Background: an optimization exercise with open tools, aiming at small area, a short achievable clock period and few clock cycles per item. Do not read the settings as production practice.
Where RTL was checked, it was by simulation tests only, not by an equivalence proof against the original.
The RTL of run 2 was laid out without a check of its function.
Power figures rest on the tool's default switching activity, not on a simulated workload.

==> flow/design.v, too long to show whole: its modules and the start of the top module <==
// module csa_layer: 1745 lines
// module result_buffer: 68 lines
// module wallace_mult: 33 lines
module wallace_mult (
	input  logic                  clk,
	input  logic                  rst_n,
	input  logic                  in_valid,
	input  wallace_pkg::operand_t a,
	input  wallace_pkg::operand_t b,
	output logic                  in_credit,
	output logic                  out_valid,
	output wallace_pkg::product_t product,
	input  logic                  out_credit
);
  // ...
==> flow/run.sh <==
#!/bin/bash
# synth_recipe.tcl (not shown) runs the flow's synth.tcl, then flattens the netlist and writes it again
# the make line also repeats each setting of config.mk as NAME=value (left out here)
make -C /OpenROAD-flow-scripts/flow DESIGN_CONFIG=/design/flow/config.mk WORK_HOME=/design/flow/orfs CLKGATE_MAP_FILE= SYNTH_SCRIPT=/design/flow/synth_recipe.tcl finish
==> flow/config.mk <==
export PLATFORM = sky130hd
export DESIGN_NAME = wallace_mult
export DESIGN_NICKNAME = wallace_mult
export VERILOG_FILES = /design/flow/design.v
export SDC_FILE = /design/flow/constraint.sdc
export NUM_CORES = 4
export LEC_CHECK = 0
export CAP_MARGIN = 20
export CORE_MARGIN = 2
export CORE_UTILIZATION = 40
export SETUP_SLACK_MARGIN = 1.5
export SLEW_MARGIN = 20
==> flow/constraint.sdc <==
create_clock -name core_clock -period 4.0 [get_ports {clk}]
set_input_delay 0.8000 -clock core_clock [delete_from_list [all_inputs] [get_ports {clk}]]
set_output_delay 0.8000 -clock core_clock [all_outputs]
set_load 0.01 [all_outputs]
==> flow_summary.ini, run 1 <==
[cells_and_area]
drive_above_1_share_pct = 25.7
clkbuf_count = 35
largest_reg_flops = 100
synthToLayoutAreaGrowth_pct = 24.7
diodes = 1

[floorplanning]
fp-row-count = 74
core_mm2 = 0.0409
start_util_pct = 40.6
die_height_um = 208

[worst_setup_path]
critPathMaxStageDelay_ps = 530
cpLargestDelayFamily = compound AO/OA/AOI/OAI gates
reg2reg_slack_ps = 1800
cp_common_cell = buf_12
worstSetupPathType = primary input to flop

[timing]
holdWs_ps = 422
period_share_pct = 63.4
setup_slack_ps = 1460
clock_skew_ps = 24.6
finalSetupViolations = 0

[synthesis]
synthXorXnorAreaFrac_pct = 3.21
muxShareOfSynthArea_pct = 1.56
synthFlopType = edfxtp_1
synth_area_leaders = edfxtp_1 (40%), fa_1 (13%), ha_1 (4.7%)
synth_compound_area_share_pct = 17.7

[global_route]
grt_pass1_vias = 12400
met2_usage_pct = 33.2

[power]
p_leak_nw = 8.20
pwr.group.clock_mw = 2.22
seq_power_share_pct = 39.2

[status]
status = timing/DRC/antenna clean

[placed_design]
globalplace.congestion = 0.968
post-place-ws_ps = 115

[drt]
top_layer = met4
wl_um = 48100
Testbench counts, summed over its fixed seeds: cycles 3,224, items 3,200.
==> inputs of run 2 (changes only) <==
--- a/flow/design.v
+++ b/flow/design.v
@@ -703,110 +703,136 @@
 	logic y24;
 	logic y25;
 	logic y26;
 	logic y27;
 	logic y28;
 	logic y29;
 	logic y30;
 	logic y31;
-	logic [101:0] st1_q;
+	logic [127:0] st1_q;
+	logic c5_q1;
+	logic s7_q1;
+	logic c7_q1;
+	logic s8_q1;
+	logic s9_q1;
+	logic s10_q1;
+	logic c10_q1;
+	logic s12_q1;
+	logic s13_q1;
+	logic s15_q1;
+	logic s16_q1;
+	logic s17_q1;
+	logic s18_q1;
+	logic s19_q1;
+	logic s20_q1;
+	logic s21_q1;
+	logic s22_q1;
+	logic s23_q1;
+	logic c23_q1;
+	logic s25_q1;
+	logic s26_q1;
+	logic c26_q1;
+	logic s27_q1;
+	logic s28_q1;
+	logic c28_q1;
+	logic s30_q1;
+	logic c30_q1;
+	logic s31_q1;
+	logic c31_q1;
+	logic s32_q1;
+	logic c32_q1;
+	logic c33_q1;
+	logic s34_q1;
+	logic s36_q1;
 	logic s37_q1;
 	logic s38_q1;
 	logic s40_q1;
+	logic c40_q1;
+	logic c41_q1;
+	logic s42_q1;
 	logic c42_q1;
 	logic s43_q1;
 	logic c43_q1;
 	logic s44_q1;
 	logic c44_q1;
 	logic s45_q1;
 	logic c45_q1;
 	logic s46_q1;
 	logic c46_q1;
 	logic s47_q1;
 	logic c47_q1;
 	logic s48_q1;
 	logic c48_q1;
-	logic s49_q1;
 	logic c49_q1;
 	logic s50_q1;
 	logic c50_q1;
-	logic s51_q1;
 	logic c51_q1;
 	logic s52_q1;
 	logic c52_q1;
-	logic s53_q1;
 	logic c53_q1;
 	logic s54_q1;
 	logic c54_q1;
-	logic s55_q1;
 	logic c55_q1;
 	logic s56_q1;
 	logic c56_q1;
-	logic s57_q1;
 	logic c57_q1;
 	logic s58_q1;
 	logic c58_q1;
-	logic s59_q1;
 	logic c59_q1;
 	logic s60_q1;
 	logic c60_q1;
-	logic s61_q1;
 	logic c61_q1;
 	logic s62_q1;
 	logic c62_q1;
-	logic s63_q1;
 	logic c63_q1;
 	logic s64_q1;
 	logic c64_q1;
-	logic s65_q1;
 	logic c65_q1;
 	logic s66_q1;
 	logic c66_q1;
-	logic s67_q1;
 	logic c67_q1;
 	logic s68_q1;
 	logic c68_q1;
-	logic s69_q1;
 	logic c69_q1;
 	logic s70_q1;
+	logic c70_q1;
 	logic s71_q1;
 	logic c71_q1;
+	logic s72_q1;
+	logic s73_q1;
 	logic s74_q1;
 	logic s76_q1;
 	logic c76_q1;
+	logic c79_q1;
+	logic s80_q1;
 	logic c80_q1;
 	logic s81_q1;
 	logic c81_q1;
 	logic s82_q1;
 	logic c82_q1;
 	logic s83_q1;
 	logic c83_q1;
-	logic s84_q1;
 	logic c84_q1;
-	logic c85_q1;
-	logic s99_q1;
 	logic c99_q1;
 	logic s100_q1;
 	logic c100_q1;
 	logic s101_q1;
 	logic c101_q1;
 	logic s102_q1;
+	logic c107_q1;
+	logic s108_q1;
 	logic c108_q1;
-	logic s109_q1;
 	logic c109_q1;
-	logic c110_q1;
 	logic s132_q1;
+	logic c132_q1;
+	logic s133_q1;
 	logic p0_q1;
 	logic g4_q1;
 	logic p4_q1;
-	logic g5_q1;
-	logic p5_q1;
-	logic g30_q1;
-	logic p30_q1;
 	logic g31_q1;
 	logic p31_q1;
 	logic G0_1_q1;
 	logic G0_3_q1;
 	logic P0_3_q1;
 	logic P1_3_q1;
 	logic y1_q1;
 	logic y2_q1;
@@ -1142,57 +1168,57 @@
 	assign s45 = pp5_1 ^ c3 ^ s4;
 	assign c45 = (pp5_1 & c3) | (pp5_1 & s4) | (c3 & s4);
 	assign s46 = pp3_6 ^ pp4_4 ^ pp5_2;
 	assign c46 = (pp3_6 & pp4_4) | (pp3_6 & pp5_2) | (pp4_4 & pp5_2);
 	assign s47 = c4 ^ s6 ^ s5;
 	assign c47 = (c4 & s6) | (c4 & s5) | (s6 & s5);
 	assign s48 = pp5_3 ^ pp6_1 ^ c6;
 	assign c48 = (pp5_3 & pp6_1) | (pp5_3 & c6) | (pp6_1 & c6);
-	assign s49 = s8 ^ c5 ^ s7;
+	assign s49 = s8_q1 ^ c5_q1 ^ s7_q1;
 	assign c49 = (s8 & c5) | (s8 & s7) | (c5 & s7);
 	assign s50 = pp6_2 ^ c8 ^ s11;
 	assign c50 = (pp6_2 & c8) | (pp6_2 & s11) | (c8 & s11);
-	assign s51 = c7 ^ s9 ^ s10;
+	assign s51 = c7_q1 ^ s9_q1 ^ s10_q1;
 	assign c51 = (c7 & s9) | (c7 & s10) | (s9 & s10);
 	assign s52 = c11 ^ s14 ^ c9;
 	assign c52 = (c11 & s14) | (c11 & c9) | (s14 & c9);
-	assign s53 = c10 ^ s12 ^ s13;
+	assign s53 = c10_q1 ^ s12_q1 ^ s13_q1;
 	assign c53 = (c10 & s12) | (c10 & s13) | (s12 & s13);
 	assign s54 = c14 ^ c12 ^ c13;
 	assign c54 = (c14 & c12) | (c14 & c13) | (c12 & c13);
-	assign s55 = s15 ^ s16 ^ s17;
+	assign s55 = s15_q1 ^ s16_q1 ^ s17_q1;
 	assign c55 = (s15 & s16) | (s15 & s17) | (s16 & s17);
 	assign s56 = c15 ^ c16 ^ c17;
 	assign c56 = (c15 & c16) | (c15 & c17) | (c16 & c17);
-	assign s57 = s18 ^ s19 ^ s20;
+	assign s57 = s18_q1 ^ s19_q1 ^ s20_q1;
 	assign c57 = (s18 & s19) | (s18 & s20) | (s19 & s20);
 	assign s58 = c18 ^ c19 ^ c20;
 	assign c58 = (c18 & c19) | (c18 & c20) | (c19 & c20);
-	assign s59 = s21 ^ s22 ^ s23;
+	assign s59 = s21_q1 ^ s22_q1 ^ s23_q1;
 	assign c59 = (s21 & s22) | (s21 & s23) | (s22 & s23);
 	assign s60 = s24 ^ c21 ^ c22;
 	assign c60 = (s24 & c21) | (s24 & c22) | (c21 & c22);
-	assign s61 = c23 ^ s25 ^ s26;
+	assign s61 = c23_q1 ^ s25_q1 ^ s26_q1;
 	assign c61 = (c23 & s25) | (c23 & s26) | (s25 & s26);
 	assign s62 = c24 ^ s29 ^ c25;
 	assign c62 = (c24 & s29) | (c24 & c25) | (s29 & c25);
-	assign s63 = c26 ^ s27 ^ s28;
+	assign s63 = c26_q1 ^ s27_q1 ^ s28_q1;
 	assign c63 = (c26 & s27) | (c26 & s28) | (s27 & s28);
 	assign s64 = pp7_7 ^ c29 ^ c27;
 	assign c64 = (pp7_7 & c29) | (pp7_7 & c27) | (c29 & c27);
-	assign s65 = c28 ^ s30 ^ s31;
+	assign s65 = c28_q1 ^ s30_q1 ^ s31_q1;
 	assign c65 = (c28 & s30) | (c28 & s31) | (s30 & s31);
 	assign s66 = pp6_10 ^ pp7_8 ^ s33;
 	assign c66 = (pp6_10 & pp7_8) | (pp6_10 & s33) | (pp7_8 & s33);
-	assign s67 = c30 ^ c31 ^ s32;
+	assign s67 = c30_q1 ^ c31_q1 ^ s32_q1;
 	assign c67 = (c30 & c31) | (c30 & s32) | (c31 & s32);
 	assign s68 = pp5_13 ^ pp6_11 ^ pp7_9;
 	assign c68 = (pp5_13 & pp6_11) | (pp5_13 & pp7_9) | (pp6_11 & pp7_9);
-	assign s69 = c33 ^ c32 ^ s34;
+	assign s69 = c33_q1 ^ c32_q1 ^ s34_q1;
 	assign c69 = (c33 & c32) | (c33 & s34) | (c32 & s34);
 	assign s70 = s35 ^ pp4_16 ^ pp5_14;
 	assign c70 = (s35 & pp4_16) | (s35 & pp5_14) | (pp4_16 & pp5_14);
 	assign s71 = pp6_12 ^ pp7_10 ^ c34;
 	assign c71 = (pp6_12 & pp7_10) | (pp6_12 & c34) | (pp7_10 & c34);
 	assign s72 = sn4 ^ pp8_9 ^ c35;
 	assign c72 = (sn4 & pp8_9) | (sn4 & c35) | (pp8_9 & c35);
 	assign s73 = pp5_15 ^ pp6_13 ^ pp7_11;
@@ -1212,20 +1238,20 @@
 	assign s80 = pp3_0 ^ pp1_4 ^ pp2_2;
 	assign c80 = (pp3_0 & pp1_4) | (pp3_0 & pp2_2) | (pp1_4 & pp2_2);
 	assign s81 = pp2_3 ^ pp3_1 ^ c36;
 	assign c81 = (pp2_3 & pp3_1) | (pp2_3 & c36) | (pp3_1 & c36);
 	assign s82 = pp3_2 ^ c37 ^ s39;
 	assign c82 = (pp3_2 & c37) | (pp3_2 & s39) | (c37 & s39);
 	assign s83 = c39 ^ s41 ^ c38;
 	assign c83 = (c39 & s41) | (c39 & c38) | (s41 & c38);
-	assign s84 = c41 ^ c40 ^ s42;
+	assign s84 = c41_q1 ^ c40_q1 ^ s42_q1;
 	assign c84 = (c41 & c40) | (c41 & s42) | (c40 & s42);
 	assign s85 = c42_q1 ^ s44_q1 ^ c43_q1;
-	assign c85 = (c42 & s44) | (c42 & c43) | (s44 & c43);
+	assign c85 = (c42_q1 & s44_q1) | (c42_q1 & c43_q1) | (s44_q1 & c43_q1);
 	assign s86 = c44_q1 ^ s46_q1 ^ c45_q1;
 	assign c86 = (c44_q1 & s46_q1) | (c44_q1 & c45_q1) | (s46_q1 & c45_q1);
 	assign s87 = c46_q1 ^ s48_q1 ^ c47_q1;
 	assign c87 = (c46_q1 & s48_q1) | (c46_q1 & c47_q1) | (s48_q1 & c47_q1);
 	assign s88 = c48_q1 ^ s50_q1 ^ c49_q1;
 	assign c88 = (c48_q1 & s50_q1) | (c48_q1 & c49_q1) | (s50_q1 & c49_q1);
 	assign s89 = c50_q1 ^ s52_q1 ^ c51_q1;
 	assign c89 = (c50_q1 & s52_q1) | (c50_q1 & c51_q1) | (s52_q1 & c51_q1);
@@ -1242,17 +1268,17 @@
 	assign s95 = c62_q1 ^ c63_q1 ^ s64_q1;
 	assign c95 = (c62_q1 & c63_q1) | (c62_q1 & s64_q1) | (c63_q1 & s64_q1);
 	assign s96 = c64_q1 ^ s66_q1 ^ c65_q1;
 	assign c96 = (c64_q1 & s66_q1) | (c64_q1 & c65_q1) | (s66_q1 & c65_q1);
 	assign s97 = s68_q1 ^ c66_q1 ^ c67_q1;
 	assign c97 = (s68_q1 & c66_q1) | (s68_q1 & c67_q1) | (c66_q1 & c67_q1);
 	assign s98 = c68_q1 ^ s70_q1 ^ c69_q1;
 	assign c98 = (c68_q1 & s70_q1) | (c68_q1 & c69_q1) | (s70_q1 & c69_q1);
-	assign s99 = s72 ^ c70 ^ s73;
+	assign s99 = s72_q1 ^ c70_q1 ^ s73_q1;
 	assign c99 = (s72 & c70) | (s72 & s73) | (c70 & s73);
 	assign s100 = c72 ^ s75 ^ c73;
 	assign c100 = (c72 & s75) | (c72 & c73) | (s75 & c73);
 	assign s101 = pp7_13 ^ c75 ^ c74;
 	assign c101 = (pp7_13 & c75) | (pp7_13 & c74) | (c75 & c74);
 	assign s102 = s77 ^ pp6_16 ^ pp7_14;
 	assign c102 = (s77 & pp6_16) | (s77 & pp7_14) | (pp6_16 & pp7_14);
 	assign s103 = sn6 ^ pp8_13 ^ c77;
@@ -1262,56 +1288,56 @@
 	assign s105 = b[3] ^ pp0_2;
 	assign c105 = b[3] & pp0_2;
 	assign s106 = pp0_3 ^ pp1_1;
 	assign c106 = pp0_3 & pp1_1;
 	assign s107 = pp2_0 ^ pp1_2 ^ s78;
 	assign c107 = (pp2_0 & pp1_2) | (pp2_0 & s78) | (pp1_2 & s78);
 	assign s108 = pp2_1 ^ c78 ^ s79;
 	assign c108 = (pp2_1 & c78) | (pp2_1 & s79) | (c78 & s79);
-	assign s109 = c79 ^ s36 ^ s80;
+	assign s109 = c79_q1 ^ s36_q1 ^ s80_q1;
 	assign c109 = (c79 & s36) | (c79 & s80) | (s36 & s80);
 	assign s110 = s37_q1 ^ c80_q1 ^ s81_q1;
-	assign c110 = (s37 & c80) | (s37 & s81) | (c80 & s81);
+	assign c110 = (s37_q1 & c80_q1) | (s37_q1 & s81_q1) | (c80_q1 & s81_q1);
 	assign s111 = s38_q1 ^ c81_q1 ^ s82_q1;
 	assign c111 = (s38_q1 & c81_q1) | (s38_q1 & s82_q1) | (c81_q1 & s82_q1);
 	assign s112 = s40_q1 ^ c82_q1 ^ s83_q1;
 	assign c112 = (s40_q1 & c82_q1) | (s40_q1 & s83_q1) | (c82_q1 & s83_q1);
-	assign s113 = c83_q1 ^ s43_q1 ^ s84_q1;
-	assign c113 = (c83_q1 & s43_q1) | (c83_q1 & s84_q1) | (s43_q1 & s84_q1);
+	assign s113 = c83_q1 ^ s43_q1 ^ s84;
+	assign c113 = (c83_q1 & s43_q1) | (c83_q1 & s84) | (s43_q1 & s84);
 	assign s114 = s45_q1 ^ c84_q1 ^ s85;
 	assign c114 = (s45_q1 & c84_q1) | (s45_q1 & s85) | (c84_q1 & s85);
-	assign s115 = s47_q1 ^ c85_q1 ^ s86;
-	assign c115 = (s47_q1 & c85_q1) | (s47_q1 & s86) | (c85_q1 & s86);
-	assign s116 = s49_q1 ^ c86 ^ s87;
-	assign c116 = (s49_q1 & c86) | (s49_q1 & s87) | (c86 & s87);
-	assign s117 = s51_q1 ^ c87 ^ s88;
-	assign c117 = (s51_q1 & c87) | (s51_q1 & s88) | (c87 & s88);
-	assign s118 = s53_q1 ^ c88 ^ s89;
-	assign c118 = (s53_q1 & c88) | (s53_q1 & s89) | (c88 & s89);
-	assign s119 = s55_q1 ^ c89 ^ s90;
-	assign c119 = (s55_q1 & c89) | (s55_q1 & s90) | (c89 & s90);
-	assign s120 = s57_q1 ^ c90 ^ s91;
-	assign c120 = (s57_q1 & c90) | (s57_q1 & s91) | (c90 & s91);
-	assign s121 = s59_q1 ^ c91 ^ s92;
-	assign c121 = (s59_q1 & c91) | (s59_q1 & s92) | (c91 & s92);
-	assign s122 = s61_q1 ^ c92 ^ s93;
-	assign c122 = (s61_q1 & c92) | (s61_q1 & s93) | (c92 & s93);
-	assign s123 = s63_q1 ^ c93 ^ s94;
-	assign c123 = (s63_q1 & c93) | (s63_q1 & s94) | (c93 & s94);
-	assign s124 = s65_q1 ^ c94 ^ s95;
-	assign c124 = (s65_q1 & c94) | (s65_q1 & s95) | (c94 & s95);
-	assign s125 = s67_q1 ^ c95 ^ s96;
-	assign c125 = (s67_q1 & c95) | (s67_q1 & s96) | (c95 & s96);
-	assign s126 = s69_q1 ^ c96 ^ s97;
-	assign c126 = (s69_q1 & c96) | (s69_q1 & s97) | (c96 & s97);
+	assign s115 = s47_q1 ^ c85 ^ s86;
+	assign c115 = (s47_q1 & c85) | (s47_q1 & s86) | (c85 & s86);
+	assign s116 = s49 ^ c86 ^ s87;
+	assign c116 = (s49 & c86) | (s49 & s87) | (c86 & s87);
+	assign s117 = s51 ^ c87 ^ s88;
+	assign c117 = (s51 & c87) | (s51 & s88) | (c87 & s88);
+	assign s118 = s53 ^ c88 ^ s89;
+	assign c118 = (s53 & c88) | (s53 & s89) | (c88 & s89);
+	assign s119 = s55 ^ c89 ^ s90;
+	assign c119 = (s55 & c89) | (s55 & s90) | (c89 & s90);
+	assign s120 = s57 ^ c90 ^ s91;
+	assign c120 = (s57 & c90) | (s57 & s91) | (c90 & s91);
+	assign s121 = s59 ^ c91 ^ s92;
+	assign c121 = (s59 & c91) | (s59 & s92) | (c91 & s92);
+	assign s122 = s61 ^ c92 ^ s93;
+	assign c122 = (s61 & c92) | (s61 & s93) | (c92 & s93);
+	assign s123 = s63 ^ c93 ^ s94;
+	assign c123 = (s63 & c93) | (s63 & s94) | (c93 & s94);
+	assign s124 = s65 ^ c94 ^ s95;
+	assign c124 = (s65 & c94) | (s65 & s95) | (c94 & s95);
+	assign s125 = s67 ^ c95 ^ s96;
+	assign c125 = (s67 & c95) | (s67 & s96) | (c95 & s96);
+	assign s126 = s69 ^ c96 ^ s97;
+	assign c126 = (s69 & c96) | (s69 & s97) | (c96 & s97);
 	assign s127 = s71_q1 ^ c97 ^ s98;
 	assign c127 = (s71_q1 & c97) | (s71_q1 & s98) | (c97 & s98);
-	assign s128 = c71_q1 ^ s99_q1 ^ c98;
-	assign c128 = (c71_q1 & s99_q1) | (c71_q1 & c98) | (s99_q1 & c98);
+	assign s128 = c71_q1 ^ s99 ^ c98;
+	assign c128 = (c71_q1 & s99) | (c71_q1 & c98) | (s99 & c98);
 	assign s129 = s74_q1 ^ c99_q1 ^ s100_q1;
 	assign c129 = (s74_q1 & c99_q1) | (s74_q1 & s100_q1) | (c99_q1 & s100_q1);
 	assign s130 = s76_q1 ^ c100_q1 ^ s101_q1;
 	assign c130 = (s76_q1 & c100_q1) | (s76_q1 & s101_q1) | (c100_q1 & s101_q1);
 	assign s131 = c76_q1 ^ s102_q1 ^ c101_q1;
 	assign c131 = (c76_q1 & s102_q1) | (c76_q1 & c101_q1) | (s102_q1 & c101_q1);
 	assign s132 = pp7_15 ^ s103 ^ c102;
 	assign c132 = (pp7_15 & s103) | (pp7_15 & c102) | (s103 & c102);
@@ -1322,24 +1348,24 @@
 	assign g0 = b[1] & pp0_0;
 	assign p0 = b[1] ^ pp0_0;
 	assign g2 = s105 & pp1_0;
 	assign p2 = s105 ^ pp1_0;
 	assign g3 = c105 & s106;
 	assign p3 = c105 ^ s106;
 	assign g4 = c106 & s107;
 	assign p4 = c106 ^ s107;
-	assign g5 = c107 & s108;
-	assign p5 = c107 ^ s108;
-	assign g6 = c108_q1 & s109_q1;
-	assign p6 = c108_q1 ^ s109_q1;
+	assign g5 = c107_q1 & s108_q1;
+	assign p5 = c107_q1 ^ s108_q1;
+	assign g6 = c108_q1 & s109;
+	assign p6 = c108_q1 ^ s109;
 	assign g7 = c109_q1 & s110;
 	assign p7 = c109_q1 ^ s110;
-	assign g8 = c110_q1 & s111;
-	assign p8 = c110_q1 ^ s111;
+	assign g8 = c110 & s111;
+	assign p8 = c110 ^ s111;
 	assign g9 = c111 & s112;
 	assign p9 = c111 ^ s112;
 	assign g10 = c112 & s113;
 	assign p10 = c112 ^ s113;
 	assign g11 = c113 & s114;
 	assign p11 = c113 ^ s114;
 	assign g12 = c114 & s115;
 	assign p12 = c114 ^ s115;
@@ -1372,26 +1398,26 @@
 	assign g26 = c128 & s129;
 	assign p26 = c128 ^ s129;
 	assign g27 = c129 & s130;
 	assign p27 = c129 ^ s130;
 	assign g28 = c130 & s131;
 	assign p28 = c130 ^ s131;
 	assign g29 = c131 & s132_q1;
 	assign p29 = c131 ^ s132_q1;
-	assign g30 = c132 & s133;
-	assign p30 = c132 ^ s133;
+	assign g30 = c132_q1 & s133_q1;
+	assign p30 = c132_q1 ^ s133_q1;
 	assign g31 = c133 & s134;
 	assign p31 = c133 ^ s134;
 	assign G0_1 = pp0_1 & g0;
 	assign P0_1 = pp0_1 & p0;
 	assign G0_3 = g3 | (p3 & g2);
 	assign P0_3 = p3 & p2;
-	assign G0_5 = g5_q1 | (p5_q1 & g4_q1);
-	assign P0_5 = p5_q1 & p4_q1;
+	assign G0_5 = g5 | (p5 & g4_q1);
+	assign P0_5 = p5 & p4_q1;
 	assign G0_7 = g7 | (p7 & g6);
 	assign P0_7 = p7 & p6;
 	assign G0_9 = g9 | (p9 & g8);
 	assign P0_9 = p9 & p8;
 	assign G0_11 = g11 | (p11 & g10);
 	assign P0_11 = p11 & p10;
 	assign G0_13 = g13 | (p13 & g12);
 	assign P0_13 = p13_q2 & p12_q2;
@@ -1406,18 +1432,18 @@
 	assign G0_23 = g23 | (p23 & g22);
 	assign P0_23 = p23_q2 & p22_q2;
 	assign G0_25 = g25 | (p25 & g24);
 	assign P0_25 = p25_q2 & p24_q2;
 	assign G0_27 = g27 | (p27 & g26);
 	assign P0_27 = p27_q2 & p26_q2;
 	assign G0_29 = g29 | (p29 & g28);
 	assign P0_29 = p29 & p28;
-	assign G0_31 = g31_q1 | (p31_q1 & g30_q1);
-	assign P0_31 = p31_q1 & p30_q1;
+	assign G0_31 = g31_q1 | (p31_q1 & g30);
+	assign P0_31 = p31_q1 & p30;
 	assign G1_2 = g2 | (p2 & G0_1);
 	assign P1_2 = p2 & P0_1;
 	assign G1_3 = G0_3_q1 | (P0_3_q1 & G0_1_q1);
 	assign P1_3 = P0_3 & P0_1;
 	assign G1_6 = g6 | (p6 & G0_5);
 	assign P1_6 = p6 & P0_5;
 	assign G1_7 = G0_7 | (P0_7 & G0_5);
 	assign P1_7 = P0_7 & P0_5;
@@ -1436,17 +1462,17 @@
 	assign G1_22 = g22_q2 | (p22_q2 & G0_21_q2);
 	assign P1_22 = p22_q2 & P0_21;
 	assign G1_23 = G0_23_q2 | (P0_23 & G0_21_q2);
 	assign P1_23 = P0_23 & P0_21;
 	assign G1_26 = g26_q2 | (p26_q2 & G0_25_q2);
 	assign P1_26 = p26_q2 & P0_25;
 	assign G1_27 = G0_27_q2 | (P0_27 & G0_25_q2);
 	assign P1_27 = P0_27 & P0_25;
-	assign G1_30 = g30_q1 | (p30_q1 & G0_29);
+	assign G1_30 = g30 | (p30 & G0_29);
 	assign P1_30 = p30_q2 & P0_29_q2;
 	assign G1_31 = G0_31 | (P0_31 & G0_29);
 	assign P1_31 = P0_31 & P0_29;
 	assign G2_4 = g4_q1 | (p4_q1 & G1_3);
 	assign P2_4 = p4_q1 & P1_3_q1;
 	assign G2_5 = G0_5 | (P0_5 & G1_3);
 	assign P2_5 = P0_5 & P1_3_q1;
 	assign G2_6 = G1_6 | (P1_6 & G1_3);
@@ -1540,17 +1566,17 @@
 	assign G4_30 = G3_30 | (P3_30 & G3_15);
 	assign P4_30 = P3_30 & P3_15;
 	assign G4_31 = G3_31 | (P3_31 & G3_15);
 	assign P4_31 = P3_31 & P3_15;
 	assign y1 = pp0_1 ^ g0;
 	assign y2 = p2 ^ G0_1;
 	assign y3 = p3 ^ G1_2;
 	assign y4 = p4_q1 ^ G1_3;
-	assign y5 = p5_q1 ^ G2_4;
+	assign y5 = p5 ^ G2_4;
 	assign y6 = p6 ^ G2_5;
 	assign y7 = p7 ^ G2_6;
 	assign y8 = p8_q2 ^ G2_7_q2;
 	assign y9 = p9_q2 ^ G3_8;
 	assign y10 = p10_q2 ^ G3_9;
 	assign y11 = p11_q2 ^ G3_10;
 	assign y12 = p12_q2 ^ G3_11;
 	assign y13 = p13_q2 ^ G3_12;
@@ -1569,124 +1595,150 @@
 	assign y26 = p26_q2 ^ G4_25;
 	assign y27 = p27_q2 ^ G4_26;
 	assign y28 = p28_q2 ^ G4_27;
 	assign y29 = p29_q2 ^ G4_28;
 	assign y30 = p30_q2 ^ G4_29;
 	assign y31 = p31_q2 ^ G4_30;
 	always_ff @(posedge clk) begin
 		if (en[0]) begin
-			st1_q <= {y3, y2, y1, P1_3, P0_3, G0_3, G0_1, p31, g31, p30, g30, p5, g5, p4, g4, p0, s132, c110, c109, s109, c108, s102, c101, s101, c100, s100, c99, s99, c85, c84, s84, c83, s83, c82, s82, c81, s81, c80, c76, s76, s74, c71, s71, s70, c69, s69, c68, s68, c67, s67, c66, s66, c65, s65, c64, s64, c63, s63, c62, s62, c61, s61, c60, s60, c59, s59, c58, s58, c57, s57, c56, s56, c55, s55, c54, s54, c53, s53, c52, s52, c51, s51, c50, s50, c49, s49, c48, s48, c47, s47, c46, s46, c45, s45, c44, s44, c43, s43, c42, s40, s38, s37};
+			st1_q <= {y3, y2, y1, P1_3, P0_3, G0_3, G0_1, p31, g31, p4, g4, p0, s133, c132, s132, c109, c108, s108, c107, s102, c101, s101, c100, s100, c99, c84, c83, s83, c82, s82, c81, s81, c80, s80, c79, c76, s76, s74, s73, s72, c71, s71, c70, s70, c69, c68, s68, c67, c66, s66, c65, c64, s64, c63, c62, s62, c61, c60, s60, c59, c58, s58, c57, c56, s56, c55, c54, s54, c53, c52, s52, c51, c50, s50, c49, c48, s48, c47, s47, c46, s46, c45, s45, c44, s44, c43, s43, c42, s42, c41, c40, s40, s38, s37, s36, s34, c33, c32, s32, c31, s31, c30, s30, c28, s28, s27, c26, s26, s25, c23, s23, s22, s21, s20, s19, s18, s17, s16, s15, s13, s12, c10, s10, s9, s8, c7, s7, c5};
 		end
 	end
-	assign s37_q1 = st1_q[0];
-	assign s38_q1 = st1_q[1];
-	assign s40_q1 = st1_q[2];
-	assign c42_q1 = st1_q[3];
-	assign s43_q1 = st1_q[4];
-	assign c43_q1 = st1_q[5];
-	assign s44_q1 = st1_q[6];
-	assign c44_q1 = st1_q[7];
-	assign s45_q1 = st1_q[8];
-	assign c45_q1 = st1_q[9];
-	assign s46_q1 = st1_q[10];
-	assign c46_q1 = st1_q[11];
-	assign s47_q1 = st1_q[12];
-	assign c47_q1 = st1_q[13];
-	assign s48_q1 = st1_q[14];
-	assign c48_q1 = st1_q[15];
-	assign s49_q1 = st1_q[16];
-	assign c49_q1 = st1_q[17];
-	assign s50_q1 = st1_q[18];
-	assign c50_q1 = st1_q[19];
-	assign s51_q1 = st1_q[20];
-	assign c51_q1 = st1_q[21];
-	assign s52_q1 = st1_q[22];
-	assign c52_q1 = st1_q[23];
-	assign s53_q1 = st1_q[24];
-	assign c53_q1 = st1_q[25];
-	assign s54_q1 = st1_q[26];
-	assign c54_q1 = st1_q[27];
-	assign s55_q1 = st1_q[28];
-	assign c55_q1 = st1_q[29];
-	assign s56_q1 = st1_q[30];
-	assign c56_q1 = st1_q[31];
-	assign s57_q1 = st1_q[32];
-	assign c57_q1 = st1_q[33];
-	assign s58_q1 = st1_q[34];
-	assign c58_q1 = st1_q[35];
-	assign s59_q1 = st1_q[36];
-	assign c59_q1 = st1_q[37];
-	assign s60_q1 = st1_q[38];
-	assign c60_q1 = st1_q[39];
-	assign s61_q1 = st1_q[40];
-	assign c61_q1 = st1_q[41];
-	assign s62_q1 = st1_q[42];
-	assign c62_q1 = st1_q[43];
-	assign s63_q1 = st1_q[44];
-	assign c63_q1 = st1_q[45];
-	assign s64_q1 = st1_q[46];
-	assign c64_q1 = st1_q[47];
-	assign s65_q1 = st1_q[48];
-	assign c65_q1 = st1_q[49];
-	assign s66_q1 = st1_q[50];
-	assign c66_q1 = st1_q[51];
-	assign s67_q1 = st1_q[52];
-	assign c67_q1 = st1_q[53];
-	assign s68_q1 = st1_q[54];
-	assign c68_q1 = st1_q[55];
-	assign s69_q1 = st1_q[56];
-	assign c69_q1 = st1_q[57];
-	assign s70_q1 = st1_q[58];
-	assign s71_q1 = st1_q[59];
-	assign c71_q1 = st1_q[60];
-	assign s74_q1 = st1_q[61];
-	assign s76_q1 = st1_q[62];
-	assign c76_q1 = st1_q[63];
-	assign c80_q1 = st1_q[64];
-	assign s81_q1 = st1_q[65];
-	assign c81_q1 = st1_q[66];
-	assign s82_q1 = st1_q[67];
-	assign c82_q1 = st1_q[68];
-	assign s83_q1 = st1_q[69];
-	assign c83_q1 = st1_q[70];
-	assign s84_q1 = st1_q[71];
-	assign c84_q1 = st1_q[72];
-	assign c85_q1 = st1_q[73];
-	assign s99_q1 = st1_q[74];
-	assign c99_q1 = st1_q[75];
-	assign s100_q1 = st1_q[76];
-	assign c100_q1 = st1_q[77];
-	assign s101_q1 = st1_q[78];
-	assign c101_q1 = st1_q[79];
-	assign s102_q1 = st1_q[80];
-	assign c108_q1 = st1_q[81];
-	assign s109_q1 = st1_q[82];
-	assign c109_q1 = st1_q[83];
-	assign c110_q1 = st1_q[84];
-	assign s132_q1 = st1_q[85];
-	assign p0_q1 = st1_q[86];
-	assign g4_q1 = st1_q[87];
-	assign p4_q1 = st1_q[88];
-	assign g5_q1 = st1_q[89];
-	assign p5_q1 = st1_q[90];
-	assign g30_q1 = st1_q[91];
-	assign p30_q1 = st1_q[92];
-	assign g31_q1 = st1_q[93];
-	assign p31_q1 = st1_q[94];
-	assign G0_1_q1 = st1_q[95];
-	assign G0_3_q1 = st1_q[96];
-	assign P0_3_q1 = st1_q[97];
-	assign P1_3_q1 = st1_q[98];
-	assign y1_q1 = st1_q[99];
-	assign y2_q1 = st1_q[100];
-	assign y3_q1 = st1_q[101];
+	assign c5_q1 = st1_q[0];
+	assign s7_q1 = st1_q[1];
+	assign c7_q1 = st1_q[2];
+	assign s8_q1 = st1_q[3];
+	assign s9_q1 = st1_q[4];
+	assign s10_q1 = st1_q[5];
+	assign c10_q1 = st1_q[6];
+	assign s12_q1 = st1_q[7];
+	assign s13_q1 = st1_q[8];
+	assign s15_q1 = st1_q[9];
+	assign s16_q1 = st1_q[10];
+	assign s17_q1 = st1_q[11];
+	assign s18_q1 = st1_q[12];
+	assign s19_q1 = st1_q[13];
+	assign s20_q1 = st1_q[14];
+	assign s21_q1 = st1_q[15];
+	assign s22_q1 = st1_q[16];
+	assign s23_q1 = st1_q[17];
+	assign c23_q1 = st1_q[18];
+	assign s25_q1 = st1_q[19];
+	assign s26_q1 = st1_q[20];
+	assign c26_q1 = st1_q[21];
+	assign s27_q1 = st1_q[22];
+	assign s28_q1 = st1_q[23];
+	assign c28_q1 = st1_q[24];
+	assign s30_q1 = st1_q[25];
+	assign c30_q1 = st1_q[26];
+	assign s31_q1 = st1_q[27];
+	assign c31_q1 = st1_q[28];
+	assign s32_q1 = st1_q[29];
+	assign c32_q1 = st1_q[30];
+	assign c33_q1 = st1_q[31];
+	assign s34_q1 = st1_q[32];
+	assign s36_q1 = st1_q[33];
+	assign s37_q1 = st1_q[34];
+	assign s38_q1 = st1_q[35];
+	assign s40_q1 = st1_q[36];
+	assign c40_q1 = st1_q[37];
+	assign c41_q1 = st1_q[38];
+	assign s42_q1 = st1_q[39];
+	assign c42_q1 = st1_q[40];
+	assign s43_q1 = st1_q[41];
+	assign c43_q1 = st1_q[42];
+	assign s44_q1 = st1_q[43];
+	assign c44_q1 = st1_q[44];
+	assign s45_q1 = st1_q[45];
+	assign c45_q1 = st1_q[46];
+	assign s46_q1 = st1_q[47];
+	assign c46_q1 = st1_q[48];
+	assign s47_q1 = st1_q[49];
+	assign c47_q1 = st1_q[50];
+	assign s48_q1 = st1_q[51];
+	assign c48_q1 = st1_q[52];
+	assign c49_q1 = st1_q[53];
+	assign s50_q1 = st1_q[54];
+	assign c50_q1 = st1_q[55];
+	assign c51_q1 = st1_q[56];
+	assign s52_q1 = st1_q[57];
+	assign c52_q1 = st1_q[58];
+	assign c53_q1 = st1_q[59];
+	assign s54_q1 = st1_q[60];
+	assign c54_q1 = st1_q[61];
+	assign c55_q1 = st1_q[62];
+	assign s56_q1 = st1_q[63];
+	assign c56_q1 = st1_q[64];
+	assign c57_q1 = st1_q[65];
+	assign s58_q1 = st1_q[66];
+	assign c58_q1 = st1_q[67];
+	assign c59_q1 = st1_q[68];
+	assign s60_q1 = st1_q[69];
+	assign c60_q1 = st1_q[70];
+	assign c61_q1 = st1_q[71];
+	assign s62_q1 = st1_q[72];
+	assign c62_q1 = st1_q[73];
+	assign c63_q1 = st1_q[74];
+	assign s64_q1 = st1_q[75];
+	assign c64_q1 = st1_q[76];
+	assign c65_q1 = st1_q[77];
+	assign s66_q1 = st1_q[78];
+	assign c66_q1 = st1_q[79];
+	assign c67_q1 = st1_q[80];
+	assign s68_q1 = st1_q[81];
+	assign c68_q1 = st1_q[82];
+	assign c69_q1 = st1_q[83];
+	assign s70_q1 = st1_q[84];
+	assign c70_q1 = st1_q[85];
+	assign s71_q1 = st1_q[86];
+	assign c71_q1 = st1_q[87];
+	assign s72_q1 = st1_q[88];
+	assign s73_q1 = st1_q[89];
+	assign s74_q1 = st1_q[90];
+	assign s76_q1 = st1_q[91];
+	assign c76_q1 = st1_q[92];
+	assign c79_q1 = st1_q[93];
+	assign s80_q1 = st1_q[94];
+	assign c80_q1 = st1_q[95];
+	assign s81_q1 = st1_q[96];
+	assign c81_q1 = st1_q[97];
+	assign s82_q1 = st1_q[98];
+	assign c82_q1 = st1_q[99];
+	assign s83_q1 = st1_q[100];
+	assign c83_q1 = st1_q[101];
+	assign c84_q1 = st1_q[102];
+	assign c99_q1 = st1_q[103];
+	assign s100_q1 = st1_q[104];
+	assign c100_q1 = st1_q[105];
+	assign s101_q1 = st1_q[106];
+	assign c101_q1 = st1_q[107];
+	assign s102_q1 = st1_q[108];
+	assign c107_q1 = st1_q[109];
+	assign s108_q1 = st1_q[110];
+	assign c108_q1 = st1_q[111];
+	assign c109_q1 = st1_q[112];
+	assign s132_q1 = st1_q[113];
+	assign c132_q1 = st1_q[114];
+	assign s133_q1 = st1_q[115];
+	assign p0_q1 = st1_q[116];
+	assign g4_q1 = st1_q[117];
+	assign p4_q1 = st1_q[118];
+	assign g31_q1 = st1_q[119];
+	assign p31_q1 = st1_q[120];
+	assign G0_1_q1 = st1_q[121];
+	assign G0_3_q1 = st1_q[122];
+	assign P0_3_q1 = st1_q[123];
+	assign P1_3_q1 = st1_q[124];
+	assign y1_q1 = st1_q[125];
+	assign y2_q1 = st1_q[126];
+	assign y3_q1 = st1_q[127];
 	always_ff @(posedge clk) begin
 		if (en[1]) begin
-			st2_q <= {y7, y6, y5, y4, y3_q1, y2_q1, y1_q1, P2_7, G2_7, P1_31, G1_31, G1_30, P1_11, G1_11, P1_10, G1_10, P0_29, G0_29, G0_27, G0_25, G0_23, G0_21, G0_19, G0_17, G0_15, G0_13, P0_9, G0_9, p31_q1, p30_q1, p29, p28, g28, p27, p26, g26, p25, p24, g24, p23, p22, g22, p21, p20, g20, p19, p18, g18, p17, p16, g16, p15, p14, g14, p13, p12, g12, p11, p10, p9, p8, g8, p0_q1};
+			st2_q <= {y7, y6, y5, y4, y3_q1, y2_q1, y1_q1, P2_7, G2_7, P1_31, G1_31, G1_30, P1_11, G1_11, P1_10, G1_10, P0_29, G0_29, G0_27, G0_25, G0_23, G0_21, G0_19, G0_17, G0_15, G0_13, P0_9, G0_9, p31_q1, p30, p29, p28, g28, p27, p26, g26, p25, p24, g24, p23, p22, g22, p21, p20, g20, p19, p18, g18, p17, p16, g16, p15, p14, g14, p13, p12, g12, p11, p10, p9, p8, g8, p0_q1};
 		end
 	end
 	assign p0_q2 = st2_q[0];
 	assign g8_q2 = st2_q[1];
 	assign p8_q2 = st2_q[2];
 	assign p9_q2 = st2_q[3];
 	assign p10_q2 = st2_q[4];
 	assign p11_q2 = st2_q[5];
==> flow_summary.ini, run 2 <==
[floorplanning]
core_mm2 = 0.0421
io_pins = 70
die_w_um = 211
die_height_um = 211
start_util_pct = 40.7
die-area_mm2 = 0.0446
fp-row-count = 75

[global_route]
grt_max_degree = 68
antenna_found_initial = 0
grt_pass1_vias = 12700
grt.overflow.total = 0
gr-usage-all-layers_pct = 21.9
grt_first_pass_wirelength_um = 75300

[clock_network]
clkTransAtPathRegs_ps = 60
clk_latency_ps = 550
hold_buffers = 0
numCtsBuffers = 29
clockRootBuffer = clkbuf_16
cts_buffer_depth = 3
cts.htree.levels = 1
cts_tree = done
cts_num_sinks = 258

[timing]
tns_ps = 0
drv_slew = 0
clock_skew_ps = 9.05
rsz0062_at_grt = true
period_share_pct = 63.3
slew_headroom_pct = 35.3
holdWs_ps = 420
clock.fmax_mhz = 395
finalHoldViolCount = 0
tightest_slew_ps = 966
finalSetupViolations = 0
setup_slack_ps = 1470
min_period_ps = 2530

[synthesis]
ys_seq_area_share_pct = 44.9
yosys.area.top_type = edfxtp_1
synth-edff-count = 250
synth_seq_cells = 258
yosys.area_share.simple_pct = 10.4
yosysUniqueCellTypes = 50
yosysWarnings = 2
synth_area_leaders = edfxtp_1 (44%), fa_1 (11%), nand2_1 (5.1%)
yosys.area.top_type_share_pct = 43.7
synth_nets = 1860
muxShareOfSynthArea_pct = 0.722
synthFlopType = edfxtp_1
synth_compound_area_share_pct = 14.4
synth_top_family_by_area = adder cells
synthXorXnorAreaFrac_pct = 4.49
synthAdderAreaFrac_pct = 17.5
synthCells = 1669
syn_avg_cell_area_um2 = 10.3
synth.top_cells.by_count = edfxtp_1 (250), nand2_1 (235), a21oi_1 (132), clkbuf_1 (132), inv_1 (130)
syn_area_mm2 = 0.0172
synth_most_common_cell = edfxtp_1
synth-async-reset-ratio_pct = 3.10

[worst_hold_path]
hold_path_class = flop to flop

[cells_and_area]
largest_reg_flops = 126
fillers = 3733
final_common_cell = edfxtp_1
diodes = 0
fin_util_pct = 50.4
multi_input_area_mm2 = 0.00910
final_cell_mix = edfxtp_1 (250), nand2_1 (225), inv_1 (125), nor2_1 (114), a21oi_1 (112)
stdcell_count = 2288
top_regs = u_csa.st1_q (126), u_result_buffer.mem (64), u_csa.st2_q (60)
synthToLayoutAreaGrowth_pct = 23.8
drive_above_1_share_pct = 22.6
max_flop_register = u_csa.st1_q
seqCellArea_mm2 = 0.00771
nets = 1918
postLayoutCellArea_mm2 = 0.0213

[drt]
drt_iter0_drc = 1327
drtPass1Iterations = 6
wl_per_cell_um = 21.2
drc = 0
vias = 12900
wl_um = 48600
ant_nets = 0
viasPerCell = 5.65

[placed_design]
dp_hpwl_um = 31100
placed_cell_area_mm2 = 0.0189
globalplace.congestion = 0.890
place_inst = 2179
numPortBuffers = 69
post-place-ws_ps = 222

[worst_setup_path]
path_max_fanout = 16
worstSetupPathType = primary input to flop
reg2reg_slack_ps = 1700
end_kind = flop
required_ps = 4290
critPathArrivalTime_ps = 2830
critPathLaunchType = primary input

[flow_run]
max_cap_violations = 0

[power]
peakVddDrop_mv = 0.353
power_mw = 12.9
p_per_area_mw_per_mm2 = 605
p_leak_nw = 8.37

[status]
status = timing/DRC/antenna clean
## run 2: cell types whose count changed after synthesis, moves of 12 or more
cell / delta
nand2_1: +103
edfxtp_1: +26
a221oi_1: +22
xnor2_1: +22
a22oi_1: -20
clkbuf_1: +17
maj3_1: +15
o21ai_0: -15
inv_1: -14
o22ai_1: -14
buf_1: -12
fa_1: -12
mux2_2: -12
## run 2: kinds of logic after synthesis
kind of cell	count (synthesis)
adders and majority gates	191
AOI/OAI and AO/OA	381
muxes	11
xor gates and xnor gates	88
DFF	258
buffers and inverters	311
and+or+nand+nor	429
## run 2: what timing repair did
action                     CTS  global route
gates resized for setup    198            65
pin swaps                   30            16
cloned                      16             2
setup endpoints to repair  112            52
setup buffers               26            12
## run 2: layer usage
metal	GRT usage, %	up-vias	wire length [um]
li1	-	5923	-
met1	31.4	6272	21100
met2	33.8	599	21700
met3	3.27	126	4150
met4	7.89	0	1660
met5	0	-	0
## run 2: where the power goes
group | switching, mW | internal (mW)
Combinational | 2.87 | 2.28
Sequential | 0.414 | 4.57
Clock | 1.05 | 1.69
Total | 4.33 | 8.54
## run 2: final timing paths
kind                                                   endpoint  cells after the start                                start
max                                   u_csa.st1_q[59]$_DFFE_PP_                      7                                 b[4]
min                                   u_csa.st2_q[57]$_DFFE_PP_                      0           u_csa.st1_q[126]$_DFFE_PP_
max reg2reg                   u_result_buffer.mem[25]$_DFFE_PP_                      7  u_result_buffer.out_valid$_DFF_PN0_
min reg2reg                           u_csa.st2_q[57]$_DFFE_PP_                      0           u_csa.st1_q[126]$_DFFE_PP_
max in group asynchronous  u_result_buffer.out_cnt[1]$_DFF_PN1_                      1                                rst_n
min in group asynchronous    u_result_buffer.count[0]$_DFF_PN0_                      1                                rst_n
## run 2: layout make-up
type	instances	share of cell area, %
inverters	130	2.35
flip-flops and latches	258	36.3
clock buffers	38	3.86
well taps	539	3.17
clock inverters	15	0.836
repair inverters	1	0.0235
repair buffers	203	10.7
multi-input cells	1104	42.8
## run 2: worst max-delay path, stage by stage
cell and delay, ps:
clkdlybuf4s15_2 230, bufbuf_16 300, maj3_1 350, o22ai_1 210, a21oi_2 90, fa_1 510, maj3_2 340

-- afterwards: timing with drivers on the ports --
Ports are ideal in the flow. The routed layouts listed here were re-timed in OpenROAD.
Step 1 (the two cells are an assumption about what drives the block):
set clk [get_ports {clk}]
set_driving_cell -lib_cell sky130_fd_sc_hd__clkbuf_16 $clk
set_driving_cell -lib_cell sky130_fd_sc_hd__buf_2 [delete_from_list [all_inputs] $clk]
Step 2 moves the port delays by t, midway between the first and last clock arrival at a register: inputs arrive t later, outputs are due t later. That takes back most of the time a late clock gives input paths.
a / b / c = no drivers / after step 1 / after step 2; a / b = the first two.
| run | shift t [ns] | setup WS [ns] | clock arrival spread, ns | worst slew at a driven data input, ns |
|---|---|---|---|---|
| run 1 | 0.574 | 1.464 / 1.488 / 0.914 | 0.026 / 0.026 | 0.06 |
| run 2 | 0.586 | 1.468 / 1.490 / 0.904 | 0.012 / 0.012 | 0.04 |
After both steps setup and hold are still met in every run listed. The setup slack of run 2, which loses most, moves by +0.022 ns with the drivers and by -0.564 ns with both steps.
